Context: an optimization exercise on an open-source flow, tuned for small area and few clock cycles per item. The choices shown serve that exercise and are no tape-out recipe.
No functional check of the RTL was part of any run shown here.
Power is estimated from default activity; no workload was simulated.

File: flow/design.v
package spcwf_pkg;
  localparam int RANGE_W = 16;
  localparam int COORD_W = 17;
  localparam int ANGLE_W = 9;
  localparam int CFG_INDEX_W = 2;
  localparam int CFG_DATA_W = 17;
endpackage
module spcwf_rom (
  input  logic [6:0]  d,
  output logic [15:0] ts,
  output logic [15:0] tc
);
  always_comb begin
    case (d)
      7'd0: begin ts = 16'd0; tc = 16'd32768; end
      7'd1: begin ts = 16'd572; tc = 16'd32763; end
      7'd2: begin ts = 16'd1144; tc = 16'd32748; end
      7'd3: begin ts = 16'd1715; tc = 16'd32723; end
      7'd4: begin ts = 16'd2286; tc = 16'd32688; end
      7'd5: begin ts = 16'd2856; tc = 16'd32643; end
      7'd6: begin ts = 16'd3425; tc = 16'd32588; end
      7'd7: begin ts = 16'd3993; tc = 16'd32524; end
      7'd8: begin ts = 16'd4560; tc = 16'd32449; end
      7'd9: begin ts = 16'd5126; tc = 16'd32365; end
      7'd10: begin ts = 16'd5690; tc = 16'd32270; end
      7'd11: begin ts = 16'd6252; tc = 16'd32166; end
      7'd12: begin ts = 16'd6813; tc = 16'd32052; end
      7'd13: begin ts = 16'd7371; tc = 16'd31928; end
      7'd14: begin ts = 16'd7927; tc = 16'd31795; end
      7'd15: begin ts = 16'd8481; tc = 16'd31651; end
      7'd16: begin ts = 16'd9032; tc = 16'd31499; end
      7'd17: begin ts = 16'd9580; tc = 16'd31336; end
      7'd18: begin ts = 16'd10126; tc = 16'd31164; end
      7'd19: begin ts = 16'd10668; tc = 16'd30983; end
      7'd20: begin ts = 16'd11207; tc = 16'd30792; end
      7'd21: begin ts = 16'd11743; tc = 16'd30592; end
      7'd22: begin ts = 16'd12275; tc = 16'd30382; end
      7'd23: begin ts = 16'd12803; tc = 16'd30163; end
      7'd24: begin ts = 16'd13328; tc = 16'd29935; end
      7'd25: begin ts = 16'd13848; tc = 16'd29698; end
      7'd26: begin ts = 16'd14365; tc = 16'd29452; end
      7'd27: begin ts = 16'd14876; tc = 16'd29197; end
      7'd28: begin ts = 16'd15384; tc = 16'd28932; end
      7'd29: begin ts = 16'd15886; tc = 16'd28660; end
      7'd30: begin ts = 16'd16384; tc = 16'd28378; end
      7'd31: begin ts = 16'd16877; tc = 16'd28088; end
      7'd32: begin ts = 16'd17364; tc = 16'd27789; end
      7'd33: begin ts = 16'd17847; tc = 16'd27482; end
      7'd34: begin ts = 16'd18324; tc = 16'd27166; end
      7'd35: begin ts = 16'd18795; tc = 16'd26842; end
      7'd36: begin ts = 16'd19261; tc = 16'd26510; end
      7'd37: begin ts = 16'd19720; tc = 16'd26170; end
      7'd38: begin ts = 16'd20174; tc = 16'd25822; end
      7'd39: begin ts = 16'd20622; tc = 16'd25466; end
      7'd40: begin ts = 16'd21063; tc = 16'd25102; end
      7'd41: begin ts = 16'd21498; tc = 16'd24730; end
      7'd42: begin ts = 16'd21926; tc = 16'd24351; end
      7'd43: begin ts = 16'd22348; tc = 16'd23965; end
      7'd44: begin ts = 16'd22763; tc = 16'd23571; end
      7'd45: begin ts = 16'd23170; tc = 16'd23170; end
      7'd46: begin ts = 16'd23571; tc = 16'd22763; end
      7'd47: begin ts = 16'd23965; tc = 16'd22348; end
      7'd48: begin ts = 16'd24351; tc = 16'd21926; end
      7'd49: begin ts = 16'd24730; tc = 16'd21498; end
      7'd50: begin ts = 16'd25102; tc = 16'd21063; end
      7'd51: begin ts = 16'd25466; tc = 16'd20622; end
      7'd52: begin ts = 16'd25822; tc = 16'd20174; end
      7'd53: begin ts = 16'd26170; tc = 16'd19720; end
      7'd54: begin ts = 16'd26510; tc = 16'd19261; end
      7'd55: begin ts = 16'd26842; tc = 16'd18795; end
      7'd56: begin ts = 16'd27166; tc = 16'd18324; end
      7'd57: begin ts = 16'd27482; tc = 16'd17847; end
      7'd58: begin ts = 16'd27789; tc = 16'd17364; end
      7'd59: begin ts = 16'd28088; tc = 16'd16877; end
      7'd60: begin ts = 16'd28378; tc = 16'd16384; end
      7'd61: begin ts = 16'd28660; tc = 16'd15886; end
      7'd62: begin ts = 16'd28932; tc = 16'd15384; end
      7'd63: begin ts = 16'd29197; tc = 16'd14876; end
      7'd64: begin ts = 16'd29452; tc = 16'd14365; end
      7'd65: begin ts = 16'd29698; tc = 16'd13848; end
      7'd66: begin ts = 16'd29935; tc = 16'd13328; end
      7'd67: begin ts = 16'd30163; tc = 16'd12803; end
      7'd68: begin ts = 16'd30382; tc = 16'd12275; end
      7'd69: begin ts = 16'd30592; tc = 16'd11743; end
      7'd70: begin ts = 16'd30792; tc = 16'd11207; end
      7'd71: begin ts = 16'd30983; tc = 16'd10668; end
      7'd72: begin ts = 16'd31164; tc = 16'd10126; end
      7'd73: begin ts = 16'd31336; tc = 16'd9580; end
      7'd74: begin ts = 16'd31499; tc = 16'd9032; end
      7'd75: begin ts = 16'd31651; tc = 16'd8481; end
      7'd76: begin ts = 16'd31795; tc = 16'd7927; end
      7'd77: begin ts = 16'd31928; tc = 16'd7371; end
      7'd78: begin ts = 16'd32052; tc = 16'd6813; end
      7'd79: begin ts = 16'd32166; tc = 16'd6252; end
      7'd80: begin ts = 16'd32270; tc = 16'd5690; end
      7'd81: begin ts = 16'd32365; tc = 16'd5126; end
      7'd82: begin ts = 16'd32449; tc = 16'd4560; end
      7'd83: begin ts = 16'd32524; tc = 16'd3993; end
      7'd84: begin ts = 16'd32588; tc = 16'd3425; end
      7'd85: begin ts = 16'd32643; tc = 16'd2856; end
      7'd86: begin ts = 16'd32688; tc = 16'd2286; end
      7'd87: begin ts = 16'd32723; tc = 16'd1715; end
      7'd88: begin ts = 16'd32748; tc = 16'd1144; end
      7'd89: begin ts = 16'd32763; tc = 16'd572; end
      7'd90: begin ts = 16'd32768; tc = 16'd0; end
      default: begin ts = 16'd0; tc = 16'd0; end
    endcase
  end
endmodule
module spcwf_mul (
  input  logic [7:0]  one,
  input  logic [7:0]  two,
  input  logic [7:0]  neg,
  input  logic        r15,
  input  logic [14:0] t,
  output logic [15:0] p
);
  wire pp0_0 = (one[0] & t[0]) ^ neg[0];
  wire pp0_1 = ((one[0] & t[1]) | (two[0] & t[0])) ^ neg[0];
  wire pp0_2 = ((one[0] & t[2]) | (two[0] & t[1])) ^ neg[0];
  wire pp0_3 = ((one[0] & t[3]) | (two[0] & t[2])) ^ neg[0];
  wire pp0_4 = ((one[0] & t[4]) | (two[0] & t[3])) ^ neg[0];
  wire pp0_5 = ((one[0] & t[5]) | (two[0] & t[4])) ^ neg[0];
  wire pp0_6 = ((one[0] & t[6]) | (two[0] & t[5])) ^ neg[0];
  wire pp0_7 = ((one[0] & t[7]) | (two[0] & t[6])) ^ neg[0];
  wire pp0_8 = ((one[0] & t[8]) | (two[0] & t[7])) ^ neg[0];
  wire pp0_9 = ((one[0] & t[9]) | (two[0] & t[8])) ^ neg[0];
  wire pp0_10 = ((one[0] & t[10]) | (two[0] & t[9])) ^ neg[0];
  wire pp0_11 = ((one[0] & t[11]) | (two[0] & t[10])) ^ neg[0];
  wire pp0_12 = ((one[0] & t[12]) | (two[0] & t[11])) ^ neg[0];
  wire pp0_13 = ((one[0] & t[13]) | (two[0] & t[12])) ^ neg[0];
  wire pp0_14 = ((one[0] & t[14]) | (two[0] & t[13])) ^ neg[0];
  wire pp0_15 = (two[0] & t[14]) ^ neg[0];
  wire ns0 = ~neg[0];
  wire pp1_0 = (one[1] & t[0]) ^ neg[1];
  wire pp1_1 = ((one[1] & t[1]) | (two[1] & t[0])) ^ neg[1];
  wire pp1_2 = ((one[1] & t[2]) | (two[1] & t[1])) ^ neg[1];
  wire pp1_3 = ((one[1] & t[3]) | (two[1] & t[2])) ^ neg[1];
  wire pp1_4 = ((one[1] & t[4]) | (two[1] & t[3])) ^ neg[1];
  wire pp1_5 = ((one[1] & t[5]) | (two[1] & t[4])) ^ neg[1];
  wire pp1_6 = ((one[1] & t[6]) | (two[1] & t[5])) ^ neg[1];
  wire pp1_7 = ((one[1] & t[7]) | (two[1] & t[6])) ^ neg[1];
  wire pp1_8 = ((one[1] & t[8]) | (two[1] & t[7])) ^ neg[1];
  wire pp1_9 = ((one[1] & t[9]) | (two[1] & t[8])) ^ neg[1];
  wire pp1_10 = ((one[1] & t[10]) | (two[1] & t[9])) ^ neg[1];
  wire pp1_11 = ((one[1] & t[11]) | (two[1] & t[10])) ^ neg[1];
  wire pp1_12 = ((one[1] & t[12]) | (two[1] & t[11])) ^ neg[1];
  wire pp1_13 = ((one[1] & t[13]) | (two[1] & t[12])) ^ neg[1];
  wire pp1_14 = ((one[1] & t[14]) | (two[1] & t[13])) ^ neg[1];
  wire pp1_15 = (two[1] & t[14]) ^ neg[1];
  wire ns1 = ~neg[1];
  wire pp2_0 = (one[2] & t[0]) ^ neg[2];
  wire pp2_1 = ((one[2] & t[1]) | (two[2] & t[0])) ^ neg[2];
  wire pp2_2 = ((one[2] & t[2]) | (two[2] & t[1])) ^ neg[2];
  wire pp2_3 = ((one[2] & t[3]) | (two[2] & t[2])) ^ neg[2];
  wire pp2_4 = ((one[2] & t[4]) | (two[2] & t[3])) ^ neg[2];
  wire pp2_5 = ((one[2] & t[5]) | (two[2] & t[4])) ^ neg[2];
  wire pp2_6 = ((one[2] & t[6]) | (two[2] & t[5])) ^ neg[2];
  wire pp2_7 = ((one[2] & t[7]) | (two[2] & t[6])) ^ neg[2];
  wire pp2_8 = ((one[2] & t[8]) | (two[2] & t[7])) ^ neg[2];
  wire pp2_9 = ((one[2] & t[9]) | (two[2] & t[8])) ^ neg[2];
  wire pp2_10 = ((one[2] & t[10]) | (two[2] & t[9])) ^ neg[2];
  wire pp2_11 = ((one[2] & t[11]) | (two[2] & t[10])) ^ neg[2];
  wire pp2_12 = ((one[2] & t[12]) | (two[2] & t[11])) ^ neg[2];
  wire pp2_13 = ((one[2] & t[13]) | (two[2] & t[12])) ^ neg[2];
  wire pp2_14 = ((one[2] & t[14]) | (two[2] & t[13])) ^ neg[2];
  wire pp2_15 = (two[2] & t[14]) ^ neg[2];
  wire ns2 = ~neg[2];
  wire pp3_0 = (one[3] & t[0]) ^ neg[3];
  wire pp3_1 = ((one[3] & t[1]) | (two[3] & t[0])) ^ neg[3];
  wire pp3_2 = ((one[3] & t[2]) | (two[3] & t[1])) ^ neg[3];
  wire pp3_3 = ((one[3] & t[3]) | (two[3] & t[2])) ^ neg[3];
  wire pp3_4 = ((one[3] & t[4]) | (two[3] & t[3])) ^ neg[3];
  wire pp3_5 = ((one[3] & t[5]) | (two[3] & t[4])) ^ neg[3];
  wire pp3_6 = ((one[3] & t[6]) | (two[3] & t[5])) ^ neg[3];
  wire pp3_7 = ((one[3] & t[7]) | (two[3] & t[6])) ^ neg[3];
  wire pp3_8 = ((one[3] & t[8]) | (two[3] & t[7])) ^ neg[3];
  wire pp3_9 = ((one[3] & t[9]) | (two[3] & t[8])) ^ neg[3];
  wire pp3_10 = ((one[3] & t[10]) | (two[3] & t[9])) ^ neg[3];
  wire pp3_11 = ((one[3] & t[11]) | (two[3] & t[10])) ^ neg[3];
  wire pp3_12 = ((one[3] & t[12]) | (two[3] & t[11])) ^ neg[3];
  wire pp3_13 = ((one[3] & t[13]) | (two[3] & t[12])) ^ neg[3];
  wire pp3_14 = ((one[3] & t[14]) | (two[3] & t[13])) ^ neg[3];
  wire pp3_15 = (two[3] & t[14]) ^ neg[3];
  wire ns3 = ~neg[3];
  wire pp4_0 = (one[4] & t[0]) ^ neg[4];
  wire pp4_1 = ((one[4] & t[1]) | (two[4] & t[0])) ^ neg[4];
  wire pp4_2 = ((one[4] & t[2]) | (two[4] & t[1])) ^ neg[4];
  wire pp4_3 = ((one[4] & t[3]) | (two[4] & t[2])) ^ neg[4];
  wire pp4_4 = ((one[4] & t[4]) | (two[4] & t[3])) ^ neg[4];
  wire pp4_5 = ((one[4] & t[5]) | (two[4] & t[4])) ^ neg[4];
  wire pp4_6 = ((one[4] & t[6]) | (two[4] & t[5])) ^ neg[4];
  wire pp4_7 = ((one[4] & t[7]) | (two[4] & t[6])) ^ neg[4];
  wire pp4_8 = ((one[4] & t[8]) | (two[4] & t[7])) ^ neg[4];
  wire pp4_9 = ((one[4] & t[9]) | (two[4] & t[8])) ^ neg[4];
  wire pp4_10 = ((one[4] & t[10]) | (two[4] & t[9])) ^ neg[4];
  wire pp4_11 = ((one[4] & t[11]) | (two[4] & t[10])) ^ neg[4];
  wire pp4_12 = ((one[4] & t[12]) | (two[4] & t[11])) ^ neg[4];
  wire pp4_13 = ((one[4] & t[13]) | (two[4] & t[12])) ^ neg[4];
  wire pp4_14 = ((one[4] & t[14]) | (two[4] & t[13])) ^ neg[4];
  wire pp4_15 = (two[4] & t[14]) ^ neg[4];
  wire ns4 = ~neg[4];
  wire pp5_0 = (one[5] & t[0]) ^ neg[5];
  wire pp5_1 = ((one[5] & t[1]) | (two[5] & t[0])) ^ neg[5];
  wire pp5_2 = ((one[5] & t[2]) | (two[5] & t[1])) ^ neg[5];
  wire pp5_3 = ((one[5] & t[3]) | (two[5] & t[2])) ^ neg[5];
  wire pp5_4 = ((one[5] & t[4]) | (two[5] & t[3])) ^ neg[5];
  wire pp5_5 = ((one[5] & t[5]) | (two[5] & t[4])) ^ neg[5];
  wire pp5_6 = ((one[5] & t[6]) | (two[5] & t[5])) ^ neg[5];
  wire pp5_7 = ((one[5] & t[7]) | (two[5] & t[6])) ^ neg[5];
  wire pp5_8 = ((one[5] & t[8]) | (two[5] & t[7])) ^ neg[5];
  wire pp5_9 = ((one[5] & t[9]) | (two[5] & t[8])) ^ neg[5];
  wire pp5_10 = ((one[5] & t[10]) | (two[5] & t[9])) ^ neg[5];
  wire pp5_11 = ((one[5] & t[11]) | (two[5] & t[10])) ^ neg[5];
  wire pp5_12 = ((one[5] & t[12]) | (two[5] & t[11])) ^ neg[5];
  wire pp5_13 = ((one[5] & t[13]) | (two[5] & t[12])) ^ neg[5];
  wire pp5_14 = ((one[5] & t[14]) | (two[5] & t[13])) ^ neg[5];
  wire pp5_15 = (two[5] & t[14]) ^ neg[5];
  wire ns5 = ~neg[5];
  wire pp6_0 = (one[6] & t[0]) ^ neg[6];
  wire pp6_1 = ((one[6] & t[1]) | (two[6] & t[0])) ^ neg[6];
  wire pp6_2 = ((one[6] & t[2]) | (two[6] & t[1])) ^ neg[6];
  wire pp6_3 = ((one[6] & t[3]) | (two[6] & t[2])) ^ neg[6];
  wire pp6_4 = ((one[6] & t[4]) | (two[6] & t[3])) ^ neg[6];
  wire pp6_5 = ((one[6] & t[5]) | (two[6] & t[4])) ^ neg[6];
  wire pp6_6 = ((one[6] & t[6]) | (two[6] & t[5])) ^ neg[6];
  wire pp6_7 = ((one[6] & t[7]) | (two[6] & t[6])) ^ neg[6];
  wire pp6_8 = ((one[6] & t[8]) | (two[6] & t[7])) ^ neg[6];
  wire pp6_9 = ((one[6] & t[9]) | (two[6] & t[8])) ^ neg[6];
  wire pp6_10 = ((one[6] & t[10]) | (two[6] & t[9])) ^ neg[6];
  wire pp6_11 = ((one[6] & t[11]) | (two[6] & t[10])) ^ neg[6];
  wire pp6_12 = ((one[6] & t[12]) | (two[6] & t[11])) ^ neg[6];
  wire pp6_13 = ((one[6] & t[13]) | (two[6] & t[12])) ^ neg[6];
  wire pp6_14 = ((one[6] & t[14]) | (two[6] & t[13])) ^ neg[6];
  wire pp6_15 = (two[6] & t[14]) ^ neg[6];
  wire ns6 = ~neg[6];
  wire pp7_0 = (one[7] & t[0]) ^ neg[7];
  wire pp7_1 = ((one[7] & t[1]) | (two[7] & t[0])) ^ neg[7];
  wire pp7_2 = ((one[7] & t[2]) | (two[7] & t[1])) ^ neg[7];
  wire pp7_3 = ((one[7] & t[3]) | (two[7] & t[2])) ^ neg[7];
  wire pp7_4 = ((one[7] & t[4]) | (two[7] & t[3])) ^ neg[7];
  wire pp7_5 = ((one[7] & t[5]) | (two[7] & t[4])) ^ neg[7];
  wire pp7_6 = ((one[7] & t[6]) | (two[7] & t[5])) ^ neg[7];
  wire pp7_7 = ((one[7] & t[7]) | (two[7] & t[6])) ^ neg[7];
  wire pp7_8 = ((one[7] & t[8]) | (two[7] & t[7])) ^ neg[7];
  wire pp7_9 = ((one[7] & t[9]) | (two[7] & t[8])) ^ neg[7];
  wire pp7_10 = ((one[7] & t[10]) | (two[7] & t[9])) ^ neg[7];
  wire pp7_11 = ((one[7] & t[11]) | (two[7] & t[10])) ^ neg[7];
  wire pp7_12 = ((one[7] & t[12]) | (two[7] & t[11])) ^ neg[7];
  wire pp7_13 = ((one[7] & t[13]) | (two[7] & t[12])) ^ neg[7];
  wire pp7_14 = ((one[7] & t[14]) | (two[7] & t[13])) ^ neg[7];
  wire pp7_15 = (two[7] & t[14]) ^ neg[7];
  wire ns7 = ~neg[7];
  wire pr8_0 = r15 & t[0];
  wire pr8_1 = r15 & t[1];
  wire pr8_2 = r15 & t[2];
  wire pr8_3 = r15 & t[3];
  wire pr8_4 = r15 & t[4];
  wire pr8_5 = r15 & t[5];
  wire pr8_6 = r15 & t[6];
  wire pr8_7 = r15 & t[7];
  wire pr8_8 = r15 & t[8];
  wire pr8_9 = r15 & t[9];
  wire pr8_10 = r15 & t[10];
  wire pr8_11 = r15 & t[11];
  wire pr8_12 = r15 & t[12];
  wire pr8_13 = r15 & t[13];
  wire pr8_14 = r15 & t[14];
  wire s1 = ns0 ^ pp1_14;
  wire c2 = ns0 & pp1_14;
  wire s3 = pp1_15 ^ pp2_13;
  wire c4 = pp1_15 & pp2_13;
  wire s5 = pp0_10 ^ pp1_8;
  wire c6 = pp0_10 & pp1_8;
  wire s7 = pp0_11 ^ pp1_9;
  wire c8 = pp0_11 & pp1_9;
  wire s9 = pp0_12 ^ pp1_10 ^ pp2_8;
  wire c10 = (pp0_12 & pp1_10) | (pp0_12 & pp2_8) | (pp1_10 & pp2_8);
  wire s11 = pp3_6 ^ pp4_4;
  wire c12 = pp3_6 & pp4_4;
  wire s13 = pp0_13 ^ pp1_11 ^ pp2_9;
  wire c14 = (pp0_13 & pp1_11) | (pp0_13 & pp2_9) | (pp1_11 & pp2_9);
  wire s15 = pp3_7 ^ pp4_5;
  wire c16 = pp3_7 & pp4_5;
  wire s17 = pp0_14 ^ pp1_12 ^ pp2_10;
  wire c18 = (pp0_14 & pp1_12) | (pp0_14 & pp2_10) | (pp1_12 & pp2_10);
  wire s19 = pp3_8 ^ pp4_6 ^ pp5_4;
  wire c20 = (pp3_8 & pp4_6) | (pp3_8 & pp5_4) | (pp4_6 & pp5_4);
  wire s21 = pp6_2 ^ pp7_0;
  wire c22 = pp6_2 & pp7_0;
  wire s23 = pp0_15 ^ pp1_13 ^ pp2_11;
  wire c24 = (pp0_15 & pp1_13) | (pp0_15 & pp2_11) | (pp1_13 & pp2_11);
  wire s25 = pp3_9 ^ pp4_7 ^ pp5_5;
  wire c26 = (pp3_9 & pp4_7) | (pp3_9 & pp5_5) | (pp4_7 & pp5_5);
  wire s27 = pp6_3 ^ pp7_1;
  wire c28 = pp6_3 & pp7_1;
  wire s29 = pp2_12 ^ pp3_10 ^ pp4_8;
  wire c30 = (pp2_12 & pp3_10) | (pp2_12 & pp4_8) | (pp3_10 & pp4_8);
  wire s31 = pp5_6 ^ pp6_4 ^ pp7_2;
  wire c32 = (pp5_6 & pp6_4) | (pp5_6 & pp7_2) | (pp6_4 & pp7_2);
  wire s33 = pr8_0 ^ 1'b1 ^ s1;
  wire c34 = (pr8_0 & 1'b1) | (pr8_0 & s1) | (1'b1 & s1);
  wire s35 = pp3_11 ^ pp4_9 ^ pp5_7;
  wire c36 = (pp3_11 & pp4_9) | (pp3_11 & pp5_7) | (pp4_9 & pp5_7);
  wire s37 = pp6_5 ^ pp7_3 ^ pr8_1;
  wire c38 = (pp6_5 & pp7_3) | (pp6_5 & pr8_1) | (pp7_3 & pr8_1);
  wire s39 = 1'b1 ^ s3 ^ c2;
  wire c40 = (1'b1 & s3) | (1'b1 & c2) | (s3 & c2);
  wire s41 = ns1 ^ pp2_14 ^ pp3_12;
  wire c42 = (ns1 & pp2_14) | (ns1 & pp3_12) | (pp2_14 & pp3_12);
  wire s43 = pp4_10 ^ pp5_8 ^ pp6_6;
  wire c44 = (pp4_10 & pp5_8) | (pp4_10 & pp6_6) | (pp5_8 & pp6_6);
  wire s45 = pp7_4 ^ pr8_2 ^ c4;
  wire c46 = (pp7_4 & pr8_2) | (pp7_4 & c4) | (pr8_2 & c4);
  wire s47 = pp2_15 ^ pp3_13 ^ pp4_11;
  wire c48 = (pp2_15 & pp3_13) | (pp2_15 & pp4_11) | (pp3_13 & pp4_11);
  wire s49 = pp5_9 ^ pp6_7 ^ pp7_5;
  wire c50 = (pp5_9 & pp6_7) | (pp5_9 & pp7_5) | (pp6_7 & pp7_5);
  wire s51 = pr8_3 ^ 1'b1;
  wire c52 = pr8_3 & 1'b1;
  wire s53 = ns2 ^ pp3_14 ^ pp4_12;
  wire c54 = (ns2 & pp3_14) | (ns2 & pp4_12) | (pp3_14 & pp4_12);
  wire s55 = pp5_10 ^ pp6_8 ^ pp7_6;
  wire c56 = (pp5_10 & pp6_8) | (pp5_10 & pp7_6) | (pp6_8 & pp7_6);
  wire s57 = pp3_15 ^ pp4_13 ^ pp5_11;
  wire c58 = (pp3_15 & pp4_13) | (pp3_15 & pp5_11) | (pp4_13 & pp5_11);
  wire s59 = pp6_9 ^ pp7_7;
  wire c60 = pp6_9 & pp7_7;
  wire s61 = ns3 ^ pp4_14 ^ pp5_12;
  wire c62 = (ns3 & pp4_14) | (ns3 & pp5_12) | (pp4_14 & pp5_12);
  wire s63 = pp4_15 ^ pp5_13;
  wire c64 = pp4_15 & pp5_13;
  wire s65 = pp0_6 ^ pp1_4;
  wire c66 = pp0_6 & pp1_4;
  wire s67 = pp0_7 ^ pp1_5;
  wire c68 = pp0_7 & pp1_5;
  wire s69 = pp0_8 ^ pp1_6 ^ pp2_4;
  wire c70 = (pp0_8 & pp1_6) | (pp0_8 & pp2_4) | (pp1_6 & pp2_4);
  wire s71 = pp3_2 ^ pp4_0;
  wire c72 = pp3_2 & pp4_0;
  wire s73 = pp0_9 ^ pp1_7 ^ pp2_5;
  wire c74 = (pp0_9 & pp1_7) | (pp0_9 & pp2_5) | (pp1_7 & pp2_5);
  wire s75 = pp3_3 ^ pp4_1;
  wire c76 = pp3_3 & pp4_1;
  wire s77 = pp2_6 ^ pp3_4 ^ pp4_2;
  wire c78 = (pp2_6 & pp3_4) | (pp2_6 & pp4_2) | (pp3_4 & pp4_2);
  wire s79 = pp5_0 ^ neg[5] ^ s5;
  wire c80 = (pp5_0 & neg[5]) | (pp5_0 & s5) | (neg[5] & s5);
  wire s81 = pp2_7 ^ pp3_5 ^ pp4_3;
  wire c82 = (pp2_7 & pp3_5) | (pp2_7 & pp4_3) | (pp3_5 & pp4_3);
  wire s83 = pp5_1 ^ s7 ^ c6;
  wire c84 = (pp5_1 & s7) | (pp5_1 & c6) | (s7 & c6);
  wire s85 = pp5_2 ^ pp6_0 ^ neg[6];
  wire c86 = (pp5_2 & pp6_0) | (pp5_2 & neg[6]) | (pp6_0 & neg[6]);
  wire s87 = s9 ^ s11 ^ c8;
  wire c88 = (s9 & s11) | (s9 & c8) | (s11 & c8);
  wire s89 = pp5_3 ^ pp6_1 ^ s13;
  wire c90 = (pp5_3 & pp6_1) | (pp5_3 & s13) | (pp6_1 & s13);
  wire s91 = s15 ^ c10 ^ c12;
  wire c92 = (s15 & c10) | (s15 & c12) | (c10 & c12);
  wire s93 = neg[7] ^ s17 ^ s19;
  wire c94 = (neg[7] & s17) | (neg[7] & s19) | (s17 & s19);
  wire s95 = s21 ^ c14 ^ c16;
  wire c96 = (s21 & c14) | (s21 & c16) | (c14 & c16);
  wire s97 = s23 ^ s25 ^ s27;
  wire c98 = (s23 & s25) | (s23 & s27) | (s25 & s27);
  wire s99 = c18 ^ c20 ^ c22;
  wire c100 = (c18 & c20) | (c18 & c22) | (c20 & c22);
  wire s101 = s29 ^ s31 ^ s33;
  wire c102 = (s29 & s31) | (s29 & s33) | (s31 & s33);
  wire s103 = c24 ^ c26 ^ c28;
  wire c104 = (c24 & c26) | (c24 & c28) | (c26 & c28);
  wire s105 = s35 ^ s37 ^ s39;
  wire c106 = (s35 & s37) | (s35 & s39) | (s37 & s39);
  wire s107 = c30 ^ c32 ^ c34;
  wire c108 = (c30 & c32) | (c30 & c34) | (c32 & c34);
  wire s109 = s41 ^ s43 ^ s45;
  wire c110 = (s41 & s43) | (s41 & s45) | (s43 & s45);
  wire s111 = c36 ^ c38 ^ c40;
  wire c112 = (c36 & c38) | (c36 & c40) | (c38 & c40);
  wire s113 = s47 ^ s49 ^ s51;
  wire c114 = (s47 & s49) | (s47 & s51) | (s49 & s51);
  wire s115 = c42 ^ c44 ^ c46;
  wire c116 = (c42 & c44) | (c42 & c46) | (c44 & c46);
  wire s117 = pr8_4 ^ s53 ^ s55;
  wire c118 = (pr8_4 & s53) | (pr8_4 & s55) | (s53 & s55);
  wire s119 = c48 ^ c50 ^ c52;
  wire c120 = (c48 & c50) | (c48 & c52) | (c50 & c52);
  wire s121 = pr8_5 ^ 1'b1 ^ s57;
  wire c122 = (pr8_5 & 1'b1) | (pr8_5 & s57) | (1'b1 & s57);
  wire s123 = s59 ^ c54 ^ c56;
  wire c124 = (s59 & c54) | (s59 & c56) | (c54 & c56);
  wire s125 = pp6_10 ^ pp7_8 ^ pr8_6;
  wire c126 = (pp6_10 & pp7_8) | (pp6_10 & pr8_6) | (pp7_8 & pr8_6);
  wire s127 = s61 ^ c58 ^ c60;
  wire c128 = (s61 & c58) | (s61 & c60) | (c58 & c60);
  wire s129 = pp6_11 ^ pp7_9 ^ pr8_7;
  wire c130 = (pp6_11 & pp7_9) | (pp6_11 & pr8_7) | (pp7_9 & pr8_7);
  wire s131 = 1'b1 ^ s63 ^ c62;
  wire c132 = (1'b1 & s63) | (1'b1 & c62) | (s63 & c62);
  wire s133 = ns4 ^ pp5_14 ^ pp6_12;
  wire c134 = (ns4 & pp5_14) | (ns4 & pp6_12) | (pp5_14 & pp6_12);
  wire s135 = pp7_10 ^ pr8_8 ^ c64;
  wire c136 = (pp7_10 & pr8_8) | (pp7_10 & c64) | (pr8_8 & c64);
  wire s137 = pp5_15 ^ pp6_13 ^ pp7_11;
  wire c138 = (pp5_15 & pp6_13) | (pp5_15 & pp7_11) | (pp6_13 & pp7_11);
  wire s139 = pr8_9 ^ 1'b1;
  wire c140 = pr8_9 & 1'b1;
  wire s141 = ns5 ^ pp6_14 ^ pp7_12;
  wire c142 = (ns5 & pp6_14) | (ns5 & pp7_12) | (pp6_14 & pp7_12);
  wire s143 = pp6_15 ^ pp7_13;
  wire c144 = pp6_15 & pp7_13;
  wire s145 = pp0_4 ^ pp1_2;
  wire c146 = pp0_4 & pp1_2;
  wire s147 = pp0_5 ^ pp1_3;
  wire c148 = pp0_5 & pp1_3;
  wire s149 = pp2_2 ^ pp3_0 ^ neg[3];
  wire c150 = (pp2_2 & pp3_0) | (pp2_2 & neg[3]) | (pp3_0 & neg[3]);
  wire s151 = pp2_3 ^ pp3_1 ^ s67;
  wire c152 = (pp2_3 & pp3_1) | (pp2_3 & s67) | (pp3_1 & s67);
  wire s153 = neg[4] ^ s69 ^ s71;
  wire c154 = (neg[4] & s69) | (neg[4] & s71) | (s69 & s71);
  wire s155 = s73 ^ s75 ^ c70;
  wire c156 = (s73 & s75) | (s73 & c70) | (s75 & c70);
  wire s157 = s77 ^ s79 ^ c74;
  wire c158 = (s77 & s79) | (s77 & c74) | (s79 & c74);
  wire s159 = s81 ^ s83 ^ c78;
  wire c160 = (s81 & s83) | (s81 & c78) | (s83 & c78);
  wire s161 = s85 ^ s87 ^ c82;
  wire c162 = (s85 & s87) | (s85 & c82) | (s87 & c82);
  wire s163 = s89 ^ s91 ^ c86;
  wire c164 = (s89 & s91) | (s89 & c86) | (s91 & c86);
  wire s165 = s93 ^ s95 ^ c90;
  wire c166 = (s93 & s95) | (s93 & c90) | (s95 & c90);
  wire s167 = s97 ^ s99 ^ c94;
  wire c168 = (s97 & s99) | (s97 & c94) | (s99 & c94);
  wire s169 = s101 ^ s103 ^ c98;
  wire c170 = (s101 & s103) | (s101 & c98) | (s103 & c98);
  wire s171 = s105 ^ s107 ^ c102;
  wire c172 = (s105 & s107) | (s105 & c102) | (s107 & c102);
  wire s173 = s109 ^ s111 ^ c106;
  wire c174 = (s109 & s111) | (s109 & c106) | (s111 & c106);
  wire s175 = s113 ^ s115 ^ c110;
  wire c176 = (s113 & s115) | (s113 & c110) | (s115 & c110);
  wire s177 = s117 ^ s119 ^ c114;
  wire c178 = (s117 & s119) | (s117 & c114) | (s119 & c114);
  wire s179 = s121 ^ s123 ^ c118;
  wire c180 = (s121 & s123) | (s121 & c118) | (s123 & c118);
  wire s181 = s125 ^ s127 ^ c122;
  wire c182 = (s125 & s127) | (s125 & c122) | (s127 & c122);
  wire s183 = s129 ^ s131 ^ c126;
  wire c184 = (s129 & s131) | (s129 & c126) | (s131 & c126);
  wire s185 = s133 ^ s135 ^ c130;
  wire c186 = (s133 & s135) | (s133 & c130) | (s135 & c130);
  wire s187 = s137 ^ s139 ^ c134;
  wire c188 = (s137 & s139) | (s137 & c134) | (s139 & c134);
  wire s189 = pr8_10 ^ s141 ^ c138;
  wire c190 = (pr8_10 & s141) | (pr8_10 & c138) | (s141 & c138);
  wire s191 = pr8_11 ^ 1'b1 ^ s143;
  wire c192 = (pr8_11 & 1'b1) | (pr8_11 & s143) | (1'b1 & s143);
  wire s193 = ns6 ^ pp7_14 ^ pr8_12;
  wire c194 = (ns6 & pp7_14) | (ns6 & pr8_12) | (pp7_14 & pr8_12);
  wire s195 = pp7_15 ^ pr8_13;
  wire c196 = pp7_15 & pr8_13;
  wire s197 = pp0_2 ^ pp1_0;
  wire c198 = pp0_2 & pp1_0;
  wire s199 = pp0_3 ^ pp1_1;
  wire c200 = pp0_3 & pp1_1;
  wire s201 = pp2_0 ^ neg[2] ^ s145;
  wire c202 = (pp2_0 & neg[2]) | (pp2_0 & s145) | (neg[2] & s145);
  wire s203 = pp2_1 ^ s147 ^ c146;
  wire c204 = (pp2_1 & s147) | (pp2_1 & c146) | (s147 & c146);
  wire s205 = s65 ^ s149 ^ c148;
  wire c206 = (s65 & s149) | (s65 & c148) | (s149 & c148);
  wire s207 = c66 ^ s151 ^ c150;
  wire c208 = (c66 & s151) | (c66 & c150) | (s151 & c150);
  wire s209 = c68 ^ s153 ^ c152;
  wire c210 = (c68 & s153) | (c68 & c152) | (s153 & c152);
  wire s211 = c72 ^ s155 ^ c154;
  wire c212 = (c72 & s155) | (c72 & c154) | (s155 & c154);
  wire s213 = c76 ^ s157 ^ c156;
  wire c214 = (c76 & s157) | (c76 & c156) | (s157 & c156);
  wire s215 = c80 ^ s159 ^ c158;
  wire c216 = (c80 & s159) | (c80 & c158) | (s159 & c158);
  wire s217 = c84 ^ s161 ^ c160;
  wire c218 = (c84 & s161) | (c84 & c160) | (s161 & c160);
  wire s219 = c88 ^ s163 ^ c162;
  wire c220 = (c88 & s163) | (c88 & c162) | (s163 & c162);
  wire s221 = c92 ^ s165 ^ c164;
  wire c222 = (c92 & s165) | (c92 & c164) | (s165 & c164);
  wire s223 = c96 ^ s167 ^ c166;
  wire c224 = (c96 & s167) | (c96 & c166) | (s167 & c166);
  wire s225 = c100 ^ s169 ^ c168;
  wire c226 = (c100 & s169) | (c100 & c168) | (s169 & c168);
  wire s227 = c104 ^ s171 ^ c170;
  wire c228 = (c104 & s171) | (c104 & c170) | (s171 & c170);
  wire s229 = c108 ^ s173 ^ c172;
  wire c230 = (c108 & s173) | (c108 & c172) | (s173 & c172);
  wire s231 = c112 ^ s175 ^ c174;
  wire c232 = (c112 & s175) | (c112 & c174) | (s175 & c174);
  wire s233 = c116 ^ s177 ^ c176;
  wire c234 = (c116 & s177) | (c116 & c176) | (s177 & c176);
  wire s235 = c120 ^ s179 ^ c178;
  wire c236 = (c120 & s179) | (c120 & c178) | (s179 & c178);
  wire s237 = c124 ^ s181 ^ c180;
  wire c238 = (c124 & s181) | (c124 & c180) | (s181 & c180);
  wire s239 = c128 ^ s183 ^ c182;
  wire c240 = (c128 & s183) | (c128 & c182) | (s183 & c182);
  wire s241 = c132 ^ s185 ^ c184;
  wire c242 = (c132 & s185) | (c132 & c184) | (s185 & c184);
  wire s243 = c136 ^ s187 ^ c186;
  wire c244 = (c136 & s187) | (c136 & c186) | (s187 & c186);
  wire s245 = c140 ^ s189 ^ c188;
  wire c246 = (c140 & s189) | (c140 & c188) | (s189 & c188);
  wire s247 = c142 ^ s191 ^ c190;
  wire c248 = (c142 & s191) | (c142 & c190) | (s191 & c190);
  wire s249 = c144 ^ s193 ^ c192;
  wire c250 = (c144 & s193) | (c144 & c192) | (s193 & c192);
  wire s251 = 1'b1 ^ s195 ^ c194;
  wire c252 = (1'b1 & s195) | (1'b1 & c194) | (s195 & c194);
  wire s253 = ns7 ^ pr8_14 ^ c196;
  wire c254 = (ns7 & pr8_14) | (ns7 & c196) | (pr8_14 & c196);
  wire [30:0] va = {s253, s251, s249, s247, s245, s243, s241, s239, s237, s235, s233, s231, s229, s227, s225, s223, s221, s219, s217, s215, s213, s211, s209, s207, s205, s203, s201, s199, neg[1], pp0_1, pp0_0};
  wire [30:0] vb = {c252, c250, c248, c246, c244, c242, c240, c238, c236, c234, c232, c230, c228, c226, c224, c222, c220, c218, c216, c214, c212, c210, c208, c206, c204, c202, c200, c198, s197, 1'b0, neg[0]};
  wire [30:0] sum = va + vb;
  assign p = sum[30:15];
endmodule
module scan_polar_to_cartesian_wall_filter_top (
  input  logic                clk,
  input  logic                rst,
  input  logic                sample_valid,
  output logic                sample_ready,
  input  logic [15:0]         sample_range,
  input  logic                sample_scan_start,
  output logic                point_valid,
  input  logic                point_ready,
  output logic signed [16:0]  point_x,
  output logic signed [16:0]  point_y,
  output logic [8:0]          point_angle,
  input  logic                cfg_we,
  input  logic [1:0]          cfg_index,
  input  logic [16:0]         cfg_data
);
  logic        en;
  logic [16:0] bnd;
  logic [15:0] tol;
  logic [1:0]  q;
  logic [6:0]  r;
  logic [15:0] ts_r, tc_r;
  logic [15:0] px, py;
  logic        v;
  logic        accept;
  logic        start;
  logic [1:0]  qn;
  logic [6:0]  rn, sn;
  logic [15:0] ts_n, tc_n;
  logic        r0;
  logic [1:0]  qo;
  logic [7:0]  one, two, neg;
  logic        r15;
  logic [15:0] mx, my;
  logic        xn, yn, keep;
  logic [18:0] wa, wb, wc, ws, wcv;
  logic [8:0]  abase;
  assign sample_ready = !v || point_ready;
  assign accept = sample_valid && sample_ready;
  assign start = sample_scan_start;
  always_comb begin
    qn = q;
    rn = r;
    if (rst) begin
      qn = 2'd0;
      rn = 7'd0;
    end else if (accept) begin
      if (start) begin
        qn = 2'd0;
        rn = 7'd1;
      end else if (r == 7'd89) begin
        qn = q + 2'd1;
        rn = 7'd0;
      end else begin
        rn = r + 7'd1;
      end
    end
  end
  assign sn = qn[0] ? 7'd90 - rn : rn;
  spcwf_rom u_rom (.d(sn), .ts(ts_n), .tc(tc_n));
  always_ff @(posedge clk) begin
    q <= qn;
    r <= rn;
    ts_r <= ts_n;
    tc_r <= tc_n;
  end
  always_comb begin
    for (int k = 0; k < 8; k++) begin
      logic b2, b1, b0;
      b2 = sample_range[2*k+1];
      b1 = sample_range[2*k];
      b0 = (k == 0) ? 1'b0 : sample_range[2*k-1];
      one[k] = b1 ^ b0;
      two[k] = b2 ? (!b1 && !b0) : (b1 && b0);
      neg[k] = b2 && !(b1 && b0);
    end
    r15 = sample_range[15];
  end
  spcwf_mul u_mx (.one(one), .two(two), .neg(neg), .r15(r15), .t(tc_r[14:0]), .p(mx));
  spcwf_mul u_my (.one(one), .two(two), .neg(neg), .r15(r15), .t(ts_r[14:0]), .p(my));
  always_ff @(posedge clk) begin
    if (rst) begin
      en <= 1'b0;
      bnd <= '0;
      tol <= '0;
      v <= 1'b0;
    end else begin
      if (cfg_we) begin
        case (cfg_index)
          2'd0: en <= cfg_data[0];
          2'd1: bnd <= cfg_data;
          2'd2: tol <= cfg_data[15:0];
          default: ;
        endcase
      end
      if (sample_ready) v <= sample_valid;
    end
  end
  always_ff @(posedge clk) begin
    if (sample_ready) begin
      px <= (start || tc_r[15]) ? sample_range : mx;
      py <= start ? 16'd0 : (ts_r[15] ? sample_range : my);
    end
  end
  assign r0 = (r == 7'd0);
  assign qo = q - {1'b0, r0};
  assign xn = qo[0] ^ qo[1];
  assign yn = qo[1];
  always_comb begin
    logic ox, oy;
    ox = 1'b0;
    oy = 1'b0;
    for (int i = 0; i < 16; i++) begin
      point_x[i] = px[i] ^ (xn && ox);
      point_y[i] = py[i] ^ (yn && oy);
      ox = ox || px[i];
      oy = oy || py[i];
    end
    point_x[16] = xn && ox;
    point_y[16] = yn && oy;
  end
  always_comb begin
    case (q)
      2'd0: abase = r0 ? 9'd359 : 9'd511;
      2'd1: abase = 9'd89;
      2'd2: abase = 9'd179;
      default: abase = 9'd269;
    endcase
  end
  assign point_angle = abase + {2'b00, r};
  assign wa = {{3{yn}}, py ^ {16{yn}}};
  assign wb = {3'b000, tol};
  assign wc = ~{bnd[16], bnd[16], bnd};
  always_comb begin
    logic cy;
    wcv[0] = yn;
    for (int i = 0; i < 19; i++) begin
      ws[i] = wa[i] ^ wb[i] ^ wc[i];
      if (i < 18) wcv[i+1] = (wa[i] && wb[i]) || (wa[i] && wc[i]) || (wb[i] && wc[i]);
    end
    cy = 1'b0;
    for (int i = 0; i < 18; i++) cy = (ws[i] && wcv[i]) || ((ws[i] ^ wcv[i]) && cy);
    keep = !en || !(ws[18] ^ wcv[18] ^ cy);
  end
  assign point_valid = v && keep;
endmodule
File: flow/flow/run.sh
#!/bin/bash
# Own flow: the standard flow's layout (standard.sh) with one change in synthesis. ABC maps the
# logic for area (flow/abc_area.script) instead of ORFS's delay script; everything
# else in synthesis (passes, flattening, renaming, flip-flop mapping) is unchanged,
# so the registers are the standard synthesis's. Each tool's output goes to a log here.
set -euo pipefail
W=$PWD
F=$W/flow
# ORFS's synth.tcl with only the ABC script replaced.
sed "s|log_cmd abc {\*}\$abc_args|set abc_args [lreplace \$abc_args 1 1 $F/abc_area.script]; log_cmd abc {*}\$abc_args|" \
  "$FLOW_HOME/scripts/synth.tcl" > "$W/orfs_synth_area.tcl"
grep -q "abc_area.script" "$W/orfs_synth_area.tcl"
# The standard flow's synthesis script, sourcing that copy.
sed "s|source \$::env(SCRIPTS_DIR)/synth.tcl|source $W/orfs_synth_area.tcl|" "$W/synth_recipe.tcl" > "$W/own_synth.tcl"
grep -q "orfs_synth_area.tcl" "$W/own_synth.tcl"
# standard.sh with the synthesis script swapped.
sed "s|$W/synth_recipe.tcl|$W/own_synth.tcl|" "$W/standard.sh" > "$W/own_standard.sh"
grep -q "own_synth.tcl" "$W/own_standard.sh"
bash "$W/own_standard.sh" synth > "$W/synth.log" 2>&1
# The rest of the standard flow's layout from that netlist.
bash "$W/standard.sh" finish > "$W/layout.log" 2>&1
test -f "$W/out/final.def"
File: flow/flow/abc_area.script
strash
dch
map -a
topo
stime -c
File: flow/standard.sh
#!/bin/bash
# synth_recipe.tcl (not shown) runs the flow's synth.tcl, then flattens the netlist and writes it again
# the make line also repeats each setting of config.mk as NAME=value (left out here)
make -C /OpenROAD-flow-scripts/flow DESIGN_CONFIG=/design/flow/config.mk WORK_HOME=/design/flow/orfs CLKGATE_MAP_FILE= SYNTH_SCRIPT=/design/flow/synth_recipe.tcl "${@:-finish}"
File: flow/config.mk
export PLATFORM = sky130hd
export DESIGN_NAME = scan_polar_to_cartesian_wall_filter_top
export DESIGN_NICKNAME = scan_polar_to_cartesian_wall_filter_top
export VERILOG_FILES = /design/flow/design.v
export SDC_FILE = /design/flow/constraint.sdc
export NUM_CORES = 4
export LEC_CHECK = 0
export CAP_MARGIN = 20
export CORE_MARGIN = 2
export CORE_UTILIZATION = 65
export SLEW_MARGIN = 20
File: flow/constraint.sdc
create_clock -name core_clock -period 8.0 [get_ports {clk}]
set_input_delay 1.6000 -clock core_clock [delete_from_list [all_inputs] [get_ports {clk}]]
set_output_delay 1.6000 -clock core_clock [all_outputs]
set_load 0.01 [all_outputs]
==> reports/metrics.cfg, run 1 <==
[global_route]
grt_pass1_vias = 21000
antenna_found_initial = 4
grtUsageMet3 = 0.153
grt-busiest-layer = met2
grt_pass1_wl_um = 114000
grt_remaining_overflow = 0
use_met1 = 0.582
grt_use_met2 = 0.720
grt_max_degree = 66
gr-usage-all-layers = 0.473

[finish]
fillers = 2031
multi_input_area_um2 = 15500
area_delta_synth_final_pct = 14.6
mostFrequentLayoutCell = clkinv_1
fin_nets = 3111
post-route-cell-area_um2 = 22300
drive_gt1_frac = 0.0700
seqCellArea_um2 = 2490
final_cell_mix = clkinv_1 (417), xor2_1 (274), nor2_1 (252), o22ai_1 (231), fa_1 (205)

[floorplan]
die_w_um = 177
die_h_um = 177
row_count = 63
num_io_pins = 86
initial_core_util = 0.659
core_area_um2 = 29600
die_area_um2 = 31400

[clock_network]
cts_setup_buffers = 0
clock_path_buffers = 2
root_buffer = clkbuf_16
path_clk_slew_ns = 0.08
htree_levels = 3
clk_latency_ns = 0.39
cts_buffers = 9
cts_tree = done
clkSinkCount = 108

[worst_hold_path]
hp-class = flop to flop
hold_path.startpoint = bnd[0]
hold_depth = 2
hold_end = bnd[0]

[routing]
drt-initial-drc-count = 3277
drt_pass1_iterations = 7
wl_per_cell_um = 23.9
drc_errors = 0
ant_nets = 0
routed_via_density = 6.84
vias = 21100
wirelength_um = 73900

[power]
power_density_nw_per_um2 = 522
pwr-share-clk = 0.041
sequentialPowerShare = 0.074
p_int_mw = 5.08
p_sw_mw = 6.56
power_frac_comb = 0.885
vdd_drop_max_mv = 0.597
p_sw_frac = 0.563
finalPower_mw = 11.6
power.leakage_nw = 9.06

[yosys]
yosys.area_share.xor_xnor = 0.147
synth_flop_cell = dfxtp_1
syn-cell-area_um2 = 19500
synth_fa_ha_area_frac = 0.321
synth_top_family_by_area = adder cells
ys_ff_latch = 108
syn_nets = 2882
synth_warnings = 2
yosys.area.top_type_share = 0.211
synthMuxAreaShare = 0.00308
avgSynthCellArea_um2 = 7.90
yosysTopAreaCell = fa_1
ys_types = 39
syn_inst = 2465
ys_seq_area_frac = 0.128
synth.area.top_cells = fa_1 (21%), xor2_1 (12%), ha_1 (11%), clkinv_1 (8.2%), dfxtp_1 (7.8%)
synth_edf_count = 32
async_flop_share = 0
synth_compound_area_frac = 0.207
yosys.area_share.simple = 0.111

[worst_setup_path]
crit_required_ns = 8.13
critPathLaunchType = input port
r2r-end = px[14]
r2r_cells = 21
r2r_start = tc_r[5]
rrSetupSlack_ns = 1.51
endpoint_kind = flop
cp.arrival_ns = 7.92
critical_path.max_fanout = 5
criticalPathCategory = input port to flop

[sta]
worst_pin_slew_ns = 0.881
fin_skew_ns = 0.00568
fin_crit_sh = 0.974
setup_ws_ns = 0.208
slew_headroom = 0.409
timing.hold.ws_ns = 0.468
period_needed_ns = 7.79
hold_violations = 0
setup_viol = 0
slew_violations = 0
max_freq_mhz = 128

[outcome]
status = timing/DRC/antenna clean

[place]
dp_hpwl_um = 54800
portBuffers = 85
dpl_cell_area_um2 = 21900
dp_slack_ns = -0.253
routabilityCongestion = 1.05

[flow_run]
cap_violations = 0

[registers in the layout (all words and copies together), names as in the netlist]
| signal | count |
|---|---|
| bnd | 17 |
| px | 16 |
| py | 16 |
| tc_r | 16 |
| tol | 16 |
| ts_r | 16 |
| r | 7 |
| q | 2 |
| en | 1 |
| v | 1 |
[kinds of logic after synthesis]
group | Yosys count
compound gates | 684
xor+xnor | 327
fa+ha+maj | 376
buf+inv | 428
flops | 108
mux | 6
simple gates | 536
[how the worst max path moves through the flow]
stage | start | endpoint | slack (ns) | cells past startpoint
6_report | sample_range[14] | px[14] | 0.21 | 24
5_1_grt | sample_range[2] | py[15] | -0.004 | 30
4_1_cts | r[0] | point_valid | 0.002 | 31
3_5_place_dp | sample_range[4] | px[14] | -0.25 | 27
3_3_place_gp | sample_range[4] | px[14] | 0.07 | 27
2_1_floorplan | sample_range[1] | py[15] | -0.11 | 27
[power groups by stage]
| stage | Clock [mW] | Combinational [mW] | Sequential, mW |
|---|---|---|---|
| final | 0.477 | 10.3 | 0.857 |
| after global routing | 0.487 | 11.3 | 0.865 |
| after CTS | 0.468 | 9.83 | 0.852 |
| after detailed placement | 0 | 9.45 | 0.863 |
| after global placement | 0 | 8.91 | 0.856 |
| after floorplan | 0 | 6.72 | 0.839 |
[what timing repair did]
action                     4_1_cts  5_1_grt
hold endpoints to repair         0        0
gates resized for setup          5       34
hold buffers                     0        0
setup endpoints to repair        1       11
pin swaps                        0        4
[final cells by class]
type                            count  share of cell area
Clock buffer                        9              0.0101
Clock inverter                      7             0.00308
Multi-Input combinational cell   1929               0.694
Sequential cell                   108               0.112
Timing Repair Buffer              220              0.0871
Inverter                          426              0.0720
Tap cell                          390              0.0219
Antenna cell                        2            0.000224
[cells in the mapped netlist (5+ instances only)]
| library cell | count |
|---|---|
| o311ai_0 | 5 |
| ha_1 | 171 |
| o22ai_1 | 231 |
| fa_1 | 205 |
| a211oi_1 | 14 |
| o211ai_1 | 14 |
| xor2_1 | 274 |
| o31ai_1 | 11 |
| nand4_1 | 5 |
| edfxtp_1 | 32 |
| nor2_1 | 259 |
| nand3_1 | 46 |
| nand2_1 | 171 |
| o21a_1 | 13 |
| mux2i_1 | 6 |
| a221oi_1 | 10 |
| or2_2 | 6 |
| nor3_1 | 43 |
| a31oi_1 | 16 |
| o21ai_0 | 151 |
| clkinv_1 | 426 |
| xnor2_1 | 53 |
| dfxtp_1 | 76 |
| o221ai_1 | 7 |
| a21oi_1 | 186 |
[critical path: stages]
cell and delay, ns:
clkdlybuf4s50_1 0.61, ha_1 0.31, buf_4 0.16, nor2_4 0.10, clkinv_1 0.30, xor2_1 0.29
fa_1 0.58, clkinv_1 0.09, fa_1 0.55, clkinv_1 0.08, fa_1 0.52, clkinv_1 0.12
fa_1 0.46, ha_1 0.38, a21oi_1 0.28, o21ai_0 0.17, a21oi_1 0.20, buf_4 0.16
nor3_1 0.04, nor2_1 0.18, nor4_1 0.08, a2111oi_1 0.36, xor2_1 0.18, a21oi_1 0.09
[stage by stage]
| step | instances | utilization | TNS (ns) |
|---|---|---|---|
| global placement | 3073 | 0.741 | 0 |
| floorplan | 2465 | - | -0.113 |
| CTS | 3089 | 0.751 | 0 |
| finish | 3091 | 0.755 | 0 |
| detailed placement | 3073 | 0.741 | -0.482 |
| global route | 3089 | 0.754 | -0.00373 |
[layer usage]
layer	routed length (um)	part of all wire
met1	25700	0.35
met2	31900	0.43
met3	10900	0.15
met4	5350	0.072
met5	13	0.00018
==> run 2, diff against run 1 <==
==> flow/run.sh (new file) <==
#!/bin/bash
# synth_recipe.tcl (not shown) runs the flow's synth.tcl, then flattens the netlist and writes it again
# the make line also repeats each setting of config.mk as NAME=value (left out here)
make -C /OpenROAD-flow-scripts/flow DESIGN_CONFIG=/design/flow/config.mk WORK_HOME=/design/flow/orfs CLKGATE_MAP_FILE= SYNTH_SCRIPT=/design/flow/synth_recipe.tcl finish
removed: flow/flow/run.sh
removed: flow/flow/abc_area.script
removed: flow/standard.sh
==> run 2 against run 1 <==
  * Still clean on timing, DRC and antenna
  * Hold slack got worse by 0.0065 ns
  * Clock skew is 0.013 ns higher
  * Maximum frequency up 0.74%
  * Die area increased by 9.0%
  * Critical path type unchanged
==> reports/metrics.cfg, run 2 <==
[yosys]
synth_warnings = 2  ; unchanged
synthTopCellsByCount = nand2_1 (247), inv_1 (236), xnor2_1 (225), fa_1 (205), a22oi_1 (204)  ; was clkinv_1 (426), xor2_1 (274), nor2_1 (259), o22ai_1 (231), fa_1 (205)
avgSynthCellArea_um2 = 8.16  ; was 7.90 um^2
synth_flop_cell = dfxtp_1  ; unchanged
synth_edf_count = 32  ; unchanged
ys_seq_area_frac = 0.117  ; was 0.128
async_flop_share = 0  ; unchanged
ys_ff_latch = 108  ; unchanged
synth.most_common_cell = nand2_1  ; was clkinv_1
yosysTopAreaCell = fa_1  ; unchanged
synth.area.top_cells = fa_1 (19%), ha_1 (10%), xnor2_1 (9.3%), a22oi_1 (7.2%), dfxtp_1 (7.2%)  ; was fa_1 (21%), xor2_1 (12%), ha_1 (11%), clkinv_1 (8.2%), dfxtp_1 (7.8%)
syn-cell-area_um2 = 21300  ; was 19,500 um^2
syn_nets = 3022  ; was 2,882
ys_types = 94  ; was 39
yosys.area.top_type_share = 0.193  ; was 0.211
syn_inst = 2605  ; was 2,465

[worst_setup_path]
r2r_start = tc_r[9]  ; was tc_r[5]
r2r_cells = 19  ; was 21
crit_required_ns = 8.10  ; was 8.13 ns
cp_slowest_stage_delay_ns = 0.59  ; was 0.61 ns
critPathSlowestCell = clkdlybuf4s50_1  ; unchanged
criticalPathCategory = input port to flop  ; unchanged
cp.arrival_ns = 7.84  ; was 7.92 ns
crit_path_frequent_cell = buf_4
r2r-end = px[15]  ; was px[14]
endpoint_kind = flop  ; unchanged
critPathLaunchType = input port  ; unchanged
path_buf_inv = 8  ; was 7
cp_num_cells = 25  ; was 24
critical_path.max_fanout = 15  ; was 5
rrSetupSlack_ns = 1.65  ; was 1.51 ns
path_delay_family = adder cells  ; unchanged

[global_route]
antenna_found_initial = 0  ; was 4
grt_remaining_overflow = 0  ; unchanged
grt_pass1_wl_um = 113000  ; was 114,000 um
grt_max_degree = 50  ; was 66
gr-usage-all-layers = 0.427  ; was 0.473
grt_pass1_vias = 20600  ; was 21,000

[finish]
final_cell_mix = nand2_1 (247), inv_1 (236), xnor2_1 (224), fa_1 (205), a22oi_1 (204)  ; was clkinv_1 (417), xor2_1 (274), nor2_1 (252), o22ai_1 (231), fa_1 (205)
area_delta_synth_final_pct = 9.26  ; was 14.6%
largest_reg_flops = 17  ; unchanged
post-route-cell-area_um2 = 23200  ; was 22,300 um^2
fin_nets = 3030  ; was 3,111
mostFrequentLayoutCell = nand2_1  ; was clkinv_1
regMostFlops = bnd  ; unchanged
fillers = 2455  ; was 2,031
drive_gt1_frac = 0.0829  ; was 0.0700

[place]
dpl_cell_area_um2 = 22900  ; was 21,900 um^2
routabilityCongestion = 1.05  ; about the same
portBuffers = 85  ; unchanged
dp_hpwl_um = 53800  ; was 54,800 um

[routing]
drt_pass1_iterations = 7  ; unchanged
wl_per_cell_um = 23.8  ; was 23.9 um
vias = 20800  ; was 21,100
drc_errors = 0  ; unchanged
wirelength_um = 73000  ; was 73,900 um
routed_via_density = 6.80  ; was 6.84
drt-initial-drc-count = 2936  ; was 3,277
ant_nets = 0  ; unchanged

[floorplan]
initial_core_util = 0.657  ; was 0.659
num_io_pins = 86  ; unchanged
row_count = 66  ; was 63
die_area_um2 = 34200  ; was 31,400 um^2
die_h_um = 185  ; was 177 um
core_area_um2 = 32400  ; was 29,600 um^2
die_w_um = 185  ; was 177 um

[sta]
slew_headroom = 0.309  ; was 0.409
grt_setup_unrepaired = no
period_needed_ns = 7.74  ; was 7.79 ns
fin_crit_sh = 0.967  ; was 0.974
setup_viol = 0  ; unchanged
hold_violations = 0  ; unchanged
timing.hold.ws_ns = 0.461  ; was 0.468 ns
slew_violations = 0  ; unchanged
max_freq_mhz = 129  ; was 128 MHz
worst_pin_slew_ns = 1.03  ; was 0.881 ns
fin_skew_ns = 0.0189  ; was 0.00568 ns

[outcome]
status = timing/DRC/antenna clean  ; unchanged

[power]
pwr-share-clk = 0.051  ; was 0.041
p_sw_frac = 0.522  ; was 0.563
p_sw_mw = 5.06  ; was 6.56 mW
power_frac_comb = 0.855  ; was 0.885
power_density_nw_per_um2 = 418  ; was 522 nW/um^2
p_int_mw = 4.64  ; was 5.08 mW
vdd_drop_max_mv = 0.754  ; was 0.597 mV
power.leakage_nw = 9.48  ; was 9.06 nW
sequentialPowerShare = 0.094  ; was 0.074

[clock_network]
clkSinkCount = 108  ; unchanged
cts_setup_buffers = 0  ; unchanged
clk_latency_ns = 0.38  ; was 0.39 ns
cts_tree = done  ; unchanged
cts_buffers = 9  ; unchanged
hold_buffers = 0  ; unchanged
path_clk_slew_ns = 0.09  ; was 0.08 ns
clock_path_buffers = 2  ; unchanged
root_buffer = clkbuf_16  ; unchanged
htree_levels = 3  ; unchanged

[worst_hold_path]
hp-class = flop to flop  ; unchanged
hold_path.startpoint = bnd[14]  ; was bnd[0]
hold_depth = 2  ; unchanged
hold_end = bnd[14]  ; was bnd[0]

[flow_run]
cap_violations = 0  ; unchanged

run 2: changes by cell type after synthesis, sizes merged, moves of 173 or more:
cell / previous run / this run
xnor2: 53 / 226
xor2: 274 / 99
a22oi: 4 / 204
o22ai: 231 / 25
clkinv: 426 / 0
inv: 0 / 245
run 2: cell families (layout without fill, tap and decap cells):
kind of cell | count (synthesis) | after routing | synth area share
compound gates | 748 | 748 | 0.239
simple gates | 550 | 550 | 0.119
buf+inv | 477 | 490 | 0.0872
fa+ha+maj | 376 | 376 | 0.294
xor+xnor | 325 | 325 | 0.134
flops | 108 | 108 | 0.117
mux | 21 | 21 | 0.0105
other cells | 0 | 2 | 0
run 2: metrics by stage:
| stage | power, mW | utilization | cells | TNS, ns | setup WS, ns |
|---|---|---|---|---|---|
| detailed placement | 8.97 | 0.707 | 3044 | -0.152 | -0.102 |
| finish | 9.70 | 0.718 | 3062 | 0 | 0.265 |
| CTS | 9.56 | 0.717 | 3060 | 0 | 0.274 |
| global placement | 8.63 | 0.707 | 3044 | 0 | 0.0661 |
| global route | 10.6 | 0.718 | 3060 | 0 | 0.0124 |
| floorplan | 6.20 | - | 2605 | 0 | 0.398 |
run 2: tightest hold or removal path, delay by kind of cell, from the launching register on:
kind / cells / cell delay, ns
DFF: 1 / 0.32
and+or+nand+nor: 1 / 0.05
AOI/OAI and AO/OA: 1 / 0.05
run 2: layer usage:
metal | share of wire | vias to the layer above | global-route usage | routed length [um]
li1 | - | 9043 | - | -
met1 | 0.37 | 9884 | 0.547 | 27200
met2 | 0.45 | 1553 | 0.672 | 32600
met3 | 0.12 | 354 | 0.104 | 8790
met4 | 0.060 | 0 | 0.221 | 4350
met5 | 0 | - | 0 | 0
run 2: worst max path at each step:
stage / startpoint / endpoint / slack, ns
after floorplan: sample_range[1] / px[15] / 0.40
after global placement: sample_range[9] / px[15] / 0.07
after detailed placement: sample_range[3] / px[15] / -0.10
after CTS: sample_range[3] / px[12] / 0.27
after global routing: sample_range[3] / px[12] / 0.01
final: sample_range[3] / px[12] / 0.26
run 2: power groups by stage:
stage / combinational [mW] / sequential (mW) / clock (mW)
finish: 8.30 / 0.908 / 0.495
global route: 9.14 / 0.918 / 0.516
CTS: 8.17 / 0.899 / 0.495
detailed placement: 8.06 / 0.909 / 0
global placement: 7.73 / 0.904 / 0
floorplan: 5.37 / 0.828 / 0
run 2: final cells by class:
type	instances	area (um^2)	share of cell area
antenna	2	5.00	0.000215
multi-input combinational	2020	17000	0.730
timing repair buffer	229	1980	0.0851
clock inverter	6	72.6	0.00312
clock buffer	10	250	0.0108
sequential	108	2480	0.107
tap	442	553	0.0238
inverter	245	922	0.0397
run 2: timing repair:
item                                    CTS  global route
resized for setup                         0             2
endpoints found under the setup margin    0             3
endpoints found under the hold margin     0             0

-- static timing again, ports no longer ideal --
The flow's constraints put no driver on any port. The routed layouts listed below were extracted and timed again, unchanged, in two steps.
Step 1 (the two cells are an assumption about what drives the block):
set clk [get_ports {clk}]
set_driving_cell -lib_cell sky130_fd_sc_hd__clkbuf_16 $clk
set_driving_cell -lib_cell sky130_fd_sc_hd__buf_2 [delete_from_list [all_inputs] $clk]
Step 2 also shifts input and output timing later by t, the mid clock arrival at the registers, as if the neighbouring blocks saw the same clock.
Slacks: no drivers / after step 1 / after step 2; pairs: no drivers / after step 1.
| run | t, ns | slack for setup (ns) | worst data-port slew with drivers (ns) |
|---|---|---|---|
| run 1 | 0.442 | 0.208 / 0.242 / -0.200 | 0.04 |
| run 2 | 0.419 | 0.265 / 0.271 / -0.148 | 0.11 |
Met with ideal ports but missed after step 2: setup timing in run 1 and run 2. For run 2, which loses most, drivers alone change the setup slack by +0.006 ns; drivers and shift together by -0.413 ns.
